Background: an optimization exercise with open tools, aiming at small area, a short achievable clock period and few clock cycles per item. Do not read the settings as production practice.
In this exercise RTL edits were held to simulation tests only and were not proved equivalent to the original.
Power and IR drop assume default switching activity.

--- flow/design.v ---
`timescale 1ns / 1ps
`default_nettype none
package gkis_pkg;
    localparam int CAPACITY    = 32;
    localparam int HANDLE_BITS = 5;
    localparam int KEY_BITS    = 54;
    localparam int RANK_BITS   = 2;
    localparam int SORT_W      = RANK_BITS + KEY_BITS;
    localparam int NQ          = 4;
    localparam int QW          = SORT_W / NQ;
    localparam int DATA_W      = 1 + RANK_BITS + KEY_BITS + HANDLE_BITS;
    localparam int PART_W      = 2 * NQ - 1;
    localparam logic [RANK_BITS-1:0] RANK_OTHER = 2'd2;
    function automatic logic [1:0] gt_gp(input logic [31:0] a, input logic [31:0] b_n);
        logic [31:0] g;
        logic [31:0] p;
        g = a & b_n;
        p = a | b_n;
        for (int w = 32; w > 1; w = w / 2)
        begin
            for (int i = 0; i < w / 2; i++)
            begin
                g[i] = g[2*i+1] | (p[2*i+1] & g[2*i]);
                p[i] = p[2*i+1] & p[2*i];
            end
        end
        gt_gp = {g[0], p[0]};
    endfunction
    function automatic logic [PART_W-1:0] part_cmp(input logic [SORT_W-1:0] a, input logic [SORT_W-1:0] b_n);
        logic [1:0] q;
        for (int k = 0; k < NQ; k++)
        begin
            q = gt_gp(32'(a[k*QW +: QW]), {{(32-QW){1'b1}}, b_n[k*QW +: QW]});
            if (k == 0)
                part_cmp[0] = q[1];
            else
                part_cmp[2*k-1 +: 2] = q;
        end
    endfunction
    function automatic logic part_le(input logic [PART_W-1:0] p);
        logic g;
        g = p[0];
        for (int k = 1; k < NQ; k++)
            g = p[2*k] || (p[2*k-1] && g);
        part_le = !g;
    endfunction
endpackage
`default_nettype wire
`timescale 1ns / 1ps
`default_nettype none
module gkis_cell (
    input  wire logic                         clk,
    input  wire logic                         rst_n,
    input  wire logic                         pop,
    input  wire logic                         ins,
    input  wire logic                         cur_par,
    input  wire logic                         seal,
    input  wire logic                         mark_drop,
    input  wire logic                         a_prev,
    input  wire logic                         a_next,
    input  wire logic [gkis_pkg::DATA_W-1:0]  x_data,
    input  wire logic [gkis_pkg::PART_W-1:0]  x_part,
    input  wire logic [gkis_pkg::SORT_W-1:0]  xa_sort_n,
    input  wire logic [gkis_pkg::DATA_W+gkis_pkg::PART_W+2:0] prev_f,
    input  wire logic [gkis_pkg::DATA_W+gkis_pkg::PART_W+2:0] next_f,
    output logic      [gkis_pkg::DATA_W+gkis_pkg::PART_W+2:0] f,
    output logic      [gkis_pkg::DATA_W+gkis_pkg::PART_W+2:0] f_d,
    output logic                              drop_q,
    output logic                              a
);
    localparam int DW = gkis_pkg::DATA_W;
    localparam int PW = gkis_pkg::PART_W;
    localparam int SW = gkis_pkg::SORT_W;
    localparam int HB = gkis_pkg::HANDLE_BITS;
    localparam int FW = DW + PW + 3;
    logic          valid_reg;
    logic          sealed_reg;
    logic          par_reg;
    logic [DW-1:0] data_reg;
    logic [PW-1:0] part_reg;
    logic          sel_l;
    logic          sel_n;
    logic          sel_r;
    logic          sel_h;
    logic [FW-1:0] f_new;
    logic [FW-1:0] f_sel;
    assign a = valid_reg && (sealed_reg || gkis_pkg::part_le(part_reg));
    assign sel_l = pop && (a_next || !ins);
    assign sel_n = ins && (pop ? (a && !a_next) : (a_prev && !a));
    assign sel_r = !pop && ins && !a_prev;
    assign sel_h = !(sel_l || sel_n || sel_r);
    assign f = {valid_reg, sealed_reg || seal, par_reg,
                data_reg[DW-1] || (mark_drop && !sealed_reg), data_reg[DW-2:0],
                gkis_pkg::part_cmp(data_reg[HB +: SW], xa_sort_n)};
    assign f_new = {1'b1, seal, cur_par, x_data, x_part};
    always_comb
    begin
        f_sel = ({FW{sel_l}} & next_f) | ({FW{sel_n}} & f_new)
              | ({FW{sel_r}} & prev_f) | ({FW{sel_h}} & f);
    end
    always_ff @(posedge clk or negedge rst_n)
    begin
        if (!rst_n)
            valid_reg <= 1'b0;
        else
            valid_reg <= f_sel[FW-1];
    end
    always_ff @(posedge clk)
    begin
        {sealed_reg, par_reg, data_reg, part_reg} <= f_sel[FW-2:0];
    end
    assign f_d    = f_sel;
    assign drop_q = data_reg[DW-1];
endmodule
`default_nettype wire
`timescale 1ns / 1ps
`default_nettype none
module grouped_key_insertion_sorter (
    input  wire logic                          clk,
    input  wire logic                          rst_n,
    input  wire logic                          in_valid,
    output logic                               in_ready,
    input  wire logic [1:0]                    category,
    input  wire logic [gkis_pkg::KEY_BITS-1:0] entry_key,
    input  wire logic [gkis_pkg::HANDLE_BITS-1:0] handle,
    input  wire logic                          final_entry,
    output logic                               out_valid,
    input  wire logic                          out_ready,
    output logic [1:0]                         out_category,
    output logic [gkis_pkg::KEY_BITS-1:0]      out_key,
    output logic [gkis_pkg::HANDLE_BITS-1:0]   out_handle,
    output logic                               end_of_run,
    output logic                               dropped_any
);
    localparam int CAP = gkis_pkg::CAPACITY;
    localparam int HB  = gkis_pkg::HANDLE_BITS;
    localparam int KB  = gkis_pkg::KEY_BITS;
    localparam int RB  = gkis_pkg::RANK_BITS;
    localparam int SW  = gkis_pkg::SORT_W;
    localparam int DW  = gkis_pkg::DATA_W;
    localparam int PW  = gkis_pkg::PART_W;
    localparam int FW  = DW + PW + 3;
    logic          va_reg, fa_reg, da_reg;
    logic          vb_reg, fb_reg, db_reg;
    logic [SW-1:0] sort_a_reg;
    logic [SW-1:0] sort_a_n_reg;  
    logic [HB-1:0] hnd_a_reg;
    logic [SW-1:0] sort_b_reg;
    logic [HB-1:0] hnd_b_reg;
    logic [PW-1:0] xpart_reg;    
    logic          cur_par_reg;  
    logic [5:0]    run_cnt_reg;  
    logic          ovf_reg;      
    logic [5:0]    occ_reg;      
    logic [5:0]    occ_next;
    logic [5:0]    run_cnt_next;
    logic [5:0]    occ_inc;
    logic [5:0]    occ_dec;
    logic          full_next;
    logic [2:0]    h_x, h_1, h_2, h_3;
    logic [2:0]    h1_pop, h2_pop, h1_hold, h2_hold;
    logic          ov_pop, ov_hold, eor_pop, eor_hold;
    logic          in_ready_reg;
    logic          out_valid_reg;
    logic          eor_reg;
    logic          in_fire;
    logic          run_full;
    logic          keep;
    logic          pop;
    logic          ins;
    logic          mark_drop;
    logic [RB-1:0] rank_in;
    logic [SW-1:0] sort_in;
    logic [DW-1:0] x_data;
    logic [FW-1:0] c_f   [0:CAP+1];
    logic [FW-1:0] c_f_d [1:CAP];
    logic          c_a   [0:CAP+1];
    logic          c_drop_q[1:CAP];
    assign run_full = (run_cnt_reg == 6'(CAP));
    assign in_ready = in_ready_reg;
    assign in_fire  = in_valid && in_ready;
    assign keep     = in_fire && !run_full;
    assign rank_in = (category > gkis_pkg::RANK_OTHER) ? gkis_pkg::RANK_OTHER : category;
    assign sort_in = {rank_in, entry_key};
    assign ins       = vb_reg;
    assign mark_drop = fb_reg && db_reg;
    assign x_data    = {mark_drop, sort_b_reg, hnd_b_reg};
    assign out_valid = out_valid_reg;
    assign pop       = out_valid_reg && out_ready;
    assign c_a[0]     = 1'b1;
    assign c_f[0]     = '0;
    assign c_a[CAP+1] = 1'b0;
    assign c_f[CAP+1] = '0;
    generate
        for (genvar i = 1; i <= CAP; i++)
        begin : g_cell
            gkis_cell u_cell (
                .clk       (clk),
                .rst_n     (rst_n),
                .pop       (pop),
                .ins       (ins),
                .cur_par   (cur_par_reg),
                .seal      (fb_reg),
                .mark_drop (mark_drop),
                .a_prev    (c_a[i-1]),
                .a_next    (c_a[i+1]),
                .x_data    (x_data),
                .x_part    (xpart_reg),
                .xa_sort_n (sort_a_n_reg),
                .prev_f    (c_f[i-1]),
                .next_f    (c_f[i+1]),
                .f         (c_f[i]),
                .f_d       (c_f_d[i]),
                .drop_q    (c_drop_q[i]),
                .a         (c_a[i])
            );
        end
    endgenerate
    assign out_category = c_f[1][PW+HB+KB +: RB];
    assign out_key      = c_f[1][PW+HB +: KB];
    assign out_handle   = c_f[1][PW +: HB];
    assign dropped_any  = c_drop_q[1];
    assign end_of_run   = eor_reg;
    assign h_x  = {1'b1, fb_reg, cur_par_reg};
    assign h_1  = c_f[1][FW-1 -: 3];
    assign h_2  = c_f[2][FW-1 -: 3];
    assign h_3  = c_f[3][FW-1 -: 3];
    assign h1_pop  = (c_a[2] || !ins) ? h_2 : h_x;
    assign h2_pop  = (c_a[3] || !ins) ? h_3 : ((c_a[2] && ins) ? h_x : h_2);
    assign h1_hold = (ins && !c_a[1]) ? h_x : h_1;
    assign h2_hold = (ins && !c_a[1]) ? h_1 : ((ins && !c_a[2]) ? h_x : h_2);
    assign ov_pop   = h1_pop[2] && h1_pop[1];
    assign ov_hold  = h1_hold[2] && h1_hold[1];
    assign eor_pop  = !h2_pop[2] || (h2_pop[0] != h1_pop[0]);
    assign eor_hold = !h2_hold[2] || (h2_hold[0] != h1_hold[0]);
    always_comb
    begin
        run_cnt_next = run_cnt_reg;
        if (in_fire && final_entry)
            run_cnt_next = '0;
        else if (keep)
            run_cnt_next = run_cnt_reg + 6'd1;
        occ_next = occ_reg;
        if (keep && !pop)
            occ_next = occ_inc;
        else if (!keep && pop)
            occ_next = occ_dec;
    end
    assign occ_inc   = occ_reg + 6'd1;
    assign occ_dec   = occ_reg - 6'd1;
    assign full_next = !pop && (occ_reg[5] || (keep && occ_reg == 6'(CAP - 1)));
    always_ff @(posedge clk)
    begin
        sort_a_reg   <= sort_in;
        sort_a_n_reg <= ~sort_in;
        hnd_a_reg  <= handle;
        da_reg     <= ovf_reg || run_full;
        sort_b_reg <= sort_a_reg;
        hnd_b_reg  <= hnd_a_reg;
        db_reg     <= da_reg;
        xpart_reg  <= gkis_pkg::part_cmp(sort_a_reg, ~sort_in);
    end
    always_ff @(posedge clk or negedge rst_n)
    begin
        if (!rst_n)
        begin
            va_reg        <= 1'b0;
            fa_reg        <= 1'b0;
            vb_reg        <= 1'b0;
            fb_reg        <= 1'b0;
            cur_par_reg   <= 1'b0;
            run_cnt_reg   <= '0;
            ovf_reg       <= 1'b0;
            occ_reg       <= '0;
            in_ready_reg  <= 1'b0;
            out_valid_reg <= 1'b0;
            eor_reg       <= 1'b0;
        end
        else
        begin
            va_reg <= keep;
            fa_reg <= in_fire && final_entry;
            vb_reg <= va_reg;
            fb_reg <= fa_reg;
            if (fb_reg)
                cur_par_reg <= !cur_par_reg;
            if (in_fire && final_entry)
                ovf_reg <= 1'b0;
            else if (in_fire && run_full)
                ovf_reg <= 1'b1;
            run_cnt_reg   <= run_cnt_next;
            occ_reg       <= occ_next;
            in_ready_reg  <= !full_next || (run_cnt_next == 6'(CAP));
            out_valid_reg <= pop ? ov_pop : ov_hold;
            eor_reg       <= pop ? eor_pop : eor_hold;
        end
    end
endmodule
`default_nettype wire
--- flow/flow/run.sh ---
#!/bin/bash
# Standard layout, except that the port buffers are plain buf_4 cells
# instead of the resizer's default pick (a slow delay buffer, which the
# footprint-matched repair then cannot swap out).
set -o pipefail
export BUFFER_PORTS_ARGS="-buffer_cell sky130_fd_sc_hd__buf_4"
bash standard.sh 2>&1 | tee standard.log
--- flow/standard.sh ---
#!/bin/bash
# synth_recipe.tcl (not shown) runs the flow's synth.tcl, then flattens the netlist and writes it again
# the make line also repeats each setting of config.mk as NAME=value (left out here)
make -C /OpenROAD-flow-scripts/flow DESIGN_CONFIG=/design/flow/config.mk WORK_HOME=/design/flow/orfs CLKGATE_MAP_FILE= SYNTH_SCRIPT=/design/flow/synth_recipe.tcl "${@:-finish}"
--- flow/config.mk ---
export PLATFORM = sky130hd
export DESIGN_NAME = grouped_key_insertion_sorter
export DESIGN_NICKNAME = grouped_key_insertion_sorter
export VERILOG_FILES = /design/flow/design.v
export SDC_FILE = /design/flow/constraint.sdc
export NUM_CORES = 4
export LEC_CHECK = 0
export CAP_MARGIN = 30
export CORE_MARGIN = 2
export CORE_UTILIZATION = 32
export CTS_CLUSTER_DIAMETER = 80
export CTS_CLUSTER_SIZE = 30
export PLACE_DENSITY = 0.45
export SETUP_SLACK_MARGIN = 3.3
export SLEW_MARGIN = 30
export TNS_END_PERCENT = 30
--- flow/constraint.sdc ---
create_clock -name core_clock -period 6.0 [get_ports {clk}]
set_input_delay 1.2000 -clock core_clock [delete_from_list [all_inputs] [get_ports {clk}]]
set_output_delay 1.2000 -clock core_clock [all_outputs]
set_load 0.01 [all_outputs]
==> results.ini <==
[critical_path]
cp_cell_sequence = buf_12 > a21o_4 > a2111oi_4 > nor4_2 > o21ai_2 > maj3_2 > o31ai_1 > maj3_2 > o211ai_1 > o2111ai_1
worst_ep_required_time_ns = 6.82
arrival_ns = 3.87
cpMostUsedCell = maj3_2
path_class = reg2reg
cp_slowest_stage_delay_ns = 0.54
crit_fanout = 5
critPathLaunchType = flop
cpMaxStageDelayCell = o211ai_1
worstSetupEndpointType = flop

[layout]
post-route-util_pct = 38.0
area_growth_pct = 18.4
nets = 15180
drive_above_1_share_pct = 14.1
postLayoutCellArea_sq_mm = 0.148
fin_cells = 20464
largest_reg_flops = 1984

[sta]
grt_setup_unrepaired = true
finalSetupTns_ns = 0
drv_slew = 0
fmaxAchievable_mhz = 328
period_share_pct = 50.8
relSlewSlack_pct = 20.9
finClkSkew_ns = 0.113
tightest_slew_ns = 1.19
setup_violations = 0
hold_violations = 0
hold_slack_ns = 0.201
period_needed_ns = 3.05

[power]
p_per_area_mw_per_mm2 = 618
cellLeakagePower_nw = 59.3
max-vdd-ir-drop_uv = 402

[placed_design]
portBuffers = 130
place_hpwl_mm = 452
dpl_cell_area_sq_mm = 0.131
dp_cells = 19614
gp_congestion = 0.933

[die]
die_h_microns = 629
pin_count = 131
core_sq_mm = 0.389
rows = 229
fp.dieArea_sq_mm = 0.396
die_x_microns = 629
start_util_pct = 32.1

[synth]
ys_seq_area_share_pct = 40.5
synthFlopType = dfxtp_1
synth_edf_count = 0
synthTopCellsByCount = nand2_1, dfxtp_1, a222oi_1
synth_cells = 15497
synth_cell_type_count = 82
synth_top_area_share_pct = 39.4
synth-seq-cells = 2512
synth_top_area_cell = dfxtp_1
ys_async_sr_fraction_pct = 2.11
synth_area_per_cell_sq_um = 8.06
synth_warnings = 8
syn_nets = 15571
synth.area.top_cells = dfxtp_1, a222oi_1, nand2_1
netlist_area_sq_mm = 0.125
synth.most_common_cell = nand2_1

[status]
status = complete, no violations

[min_path]
holdCritPathClass = in2async

[routing]
vias = 138465
antenna_left = 0
vias_per_cell = 6.77
drcViolationCount = 0
dr.first_iter.drc_count = 26785
wl_mm = 720
firstDrtPassIters = 14
wl_per_cell_microns = 35.2

[clock_tree]
cts_buffers = 168
clk_latency_ns = 1.02
hold_buffers = 0
h-tree-depth = 4
numClockSinks = 2512
clock_path_buffers = 4
cts_tree = done
clkSlewWorstSetupHoldPaths_ns = 0.11
cts_root_buf = clkbuf_16

[grt]
grtUsageTotal_pct = 33.0
antenna_found_initial = 48
grt_max_degree = 69
grt_pass1_vias = 124951
overflow = 0
grt_pass1_wl_mm = 977

[job]
drv_cap = 0

[worst max-delay path, delay by kind of cell, from the launching register on]
kind	cells	cell delay, ns
buffers and inverters	1	0.15
DFF	1	0.39
and+or+nand+nor	1	0.10
adders and majority gates	2	0.63
AOI/OAI and AO/OA	6	1.61
[cells by family (layout without fill, tap and decap cells)]
family | after synthesis | after routing | synth area share, %
DFF | 2512 | 2512 | 40.5
other | 0 | 23 | 0
and+or+nand+nor | 5231 | 5249 | 17.0
muxes | 4 | 4 | 0.0320
adders and majority gates | 350 | 350 | 2.85
AOI/OAI and AO/OA | 5554 | 5570 | 33.9
buffers and inverters | 1833 | 1546 | 5.66
xor gates and xnor gates | 13 | 13 | 0.0911
[placed cells by master (no fill, tap or decap), types with 33 or more instances in the layout]
cell type | Yosys | final
dfxtp_4 | 0 | 65
nand2_1 | 3932 | 3851
o21ai_2 | 0 | 48
dfxtp_1 | 2459 | 2359
nor3_1 | 124 | 104
buf_12 | 0 | 131
nand3_1 | 430 | 426
nor2_1 | 421 | 388
nand2_2 | 0 | 60
buf_8 | 0 | 58
a21oi_4 | 1 | 102
buf_16 | 0 | 33
buf_4 | 3 | 602
a221oi_1 | 76 | 66
dfrtp_1 | 53 | 51
o22a_1 | 225 | 223
a21o_1 | 73 | 68
or3_1 | 98 | 75
o21ai_1 | 33 | 71
maj3_2 | 21 | 79
o221ai_1 | 73 | 61
dfxtp_2 | 0 | 35
a21oi_1 | 743 | 605
inv_1 | 216 | 207
buf_6 | 4 | 150
or4_1 | 75 | 51
clkbuf_16 | 0 | 201
a222oi_1 | 1694 | 1694
a21oi_2 | 9 | 51
o211ai_1 | 45 | 45
maj3_1 | 321 | 263
a31oi_1 | 277 | 261
o22ai_1 | 774 | 743
a221o_1 | 98 | 98
o21ai_0 | 566 | 467
a22oi_1 | 570 | 567
a211o_1 | 55 | 55
[power breakdown]
group / leakage, nW / switching (mW) / internal, mW
logic: 35.2 / 27.2 / 15.6
clock network: 2.96 / 8.07 / 6.06
registers: 21.2 / 10.8 / 23.6
[path summary, 6_finish.rpt]
path / cells after the start / endpoint / start / slack [ns]
setup / recovery: 10 / g_cell[8].u_cell.part_reg[0] / sort_a_n_reg[0] / 2.95
hold / removal: 1 / g_cell[31].u_cell.valid_reg / rst_n / 0.20
setup reg to reg: 10 / g_cell[8].u_cell.part_reg[0] / sort_a_n_reg[0] / 2.95
hold reg to reg: 0 / hnd_b_reg[0] / hnd_a_reg[0] / 0.34
max in group asynchronous: 2 / g_cell[10].u_cell.valid_reg / rst_n / 4.72
min in group core_clock: 1 / sort_a_reg[9] / entry_key[9] / 0.28
[through the flow]
step / setup WS, ns / power, mW
2_1_floorplan: 2.72 / 53.3
3_3_place_gp: 1.27 / 69.1
3_5_place_dp: 1.46 / 69.3
4_1_cts: 3.02 / 86.1
5_1_grt: 2.95 / 95.1
6_report: 2.95 / 91.4
[routing by layer]
metal | GRT usage, % | wire length [microns] | share of wire, %
met1 | 45.3 | 295000 | 41
met2 | 48.7 | 300000 | 42
met3 | 7.88 | 84400 | 12
met4 | 14.9 | 39100 | 5.4
met5 | 0.169 | 928 | 0.13
[what timing repair did]
item,in CTS,in global routing
pin swaps,135,224
endpoints found under the hold margin,0,0
setup buffers,215,211
cloned,41,51
endpoints found under the setup margin,2369,1803
resized for setup,667,613
[final cells by class]
cell class	instances	area, sq um
Fill cell	39578	241000
Multi-Input combinational cell	11186	71700
Sequential cell	2512	50800
Timing Repair Buffer	1019	11800
Tap cell	5197	6500
Clock buffer	183	4380
Clock inverter	125	1780
Inverter	217	858
Antenna cell	23	57.6
Timing Repair inverter	2	22.5
Testbench counts, summed over its fixed seeds: cycles 6,733, items 6,376.

[static timing again, ports no longer ideal]
Ports are ideal in the flow. The routed layout listed here was re-timed in OpenROAD. Step 1, drivers: a clkbuf_16 drives clk and a buf_2 each remaining input, both assumed. Step 2 adds t to the input delays and takes it off the output delays; t is the mean of the earliest and latest rising clock arrival at the registers after step 1. Input paths then give back, and output paths get back, about the clock's delay inside the block. Slacks: no drivers / after step 1 / after step 2; pairs: no drivers / after step 1.
t (ns): 1.079
slack for setup (ns): 2.952 / 2.952 / 2.105
worst hold slack (ns): 0.201 / 0.114 / 0.336
worst slew at a driven data input, ns: 0.09
pins driven straight from the clock port: 1
After both steps setup and hold are still met in this run. For this run, drivers alone change the setup slack by 0.000 ns; drivers and shift together by -0.847 ns.
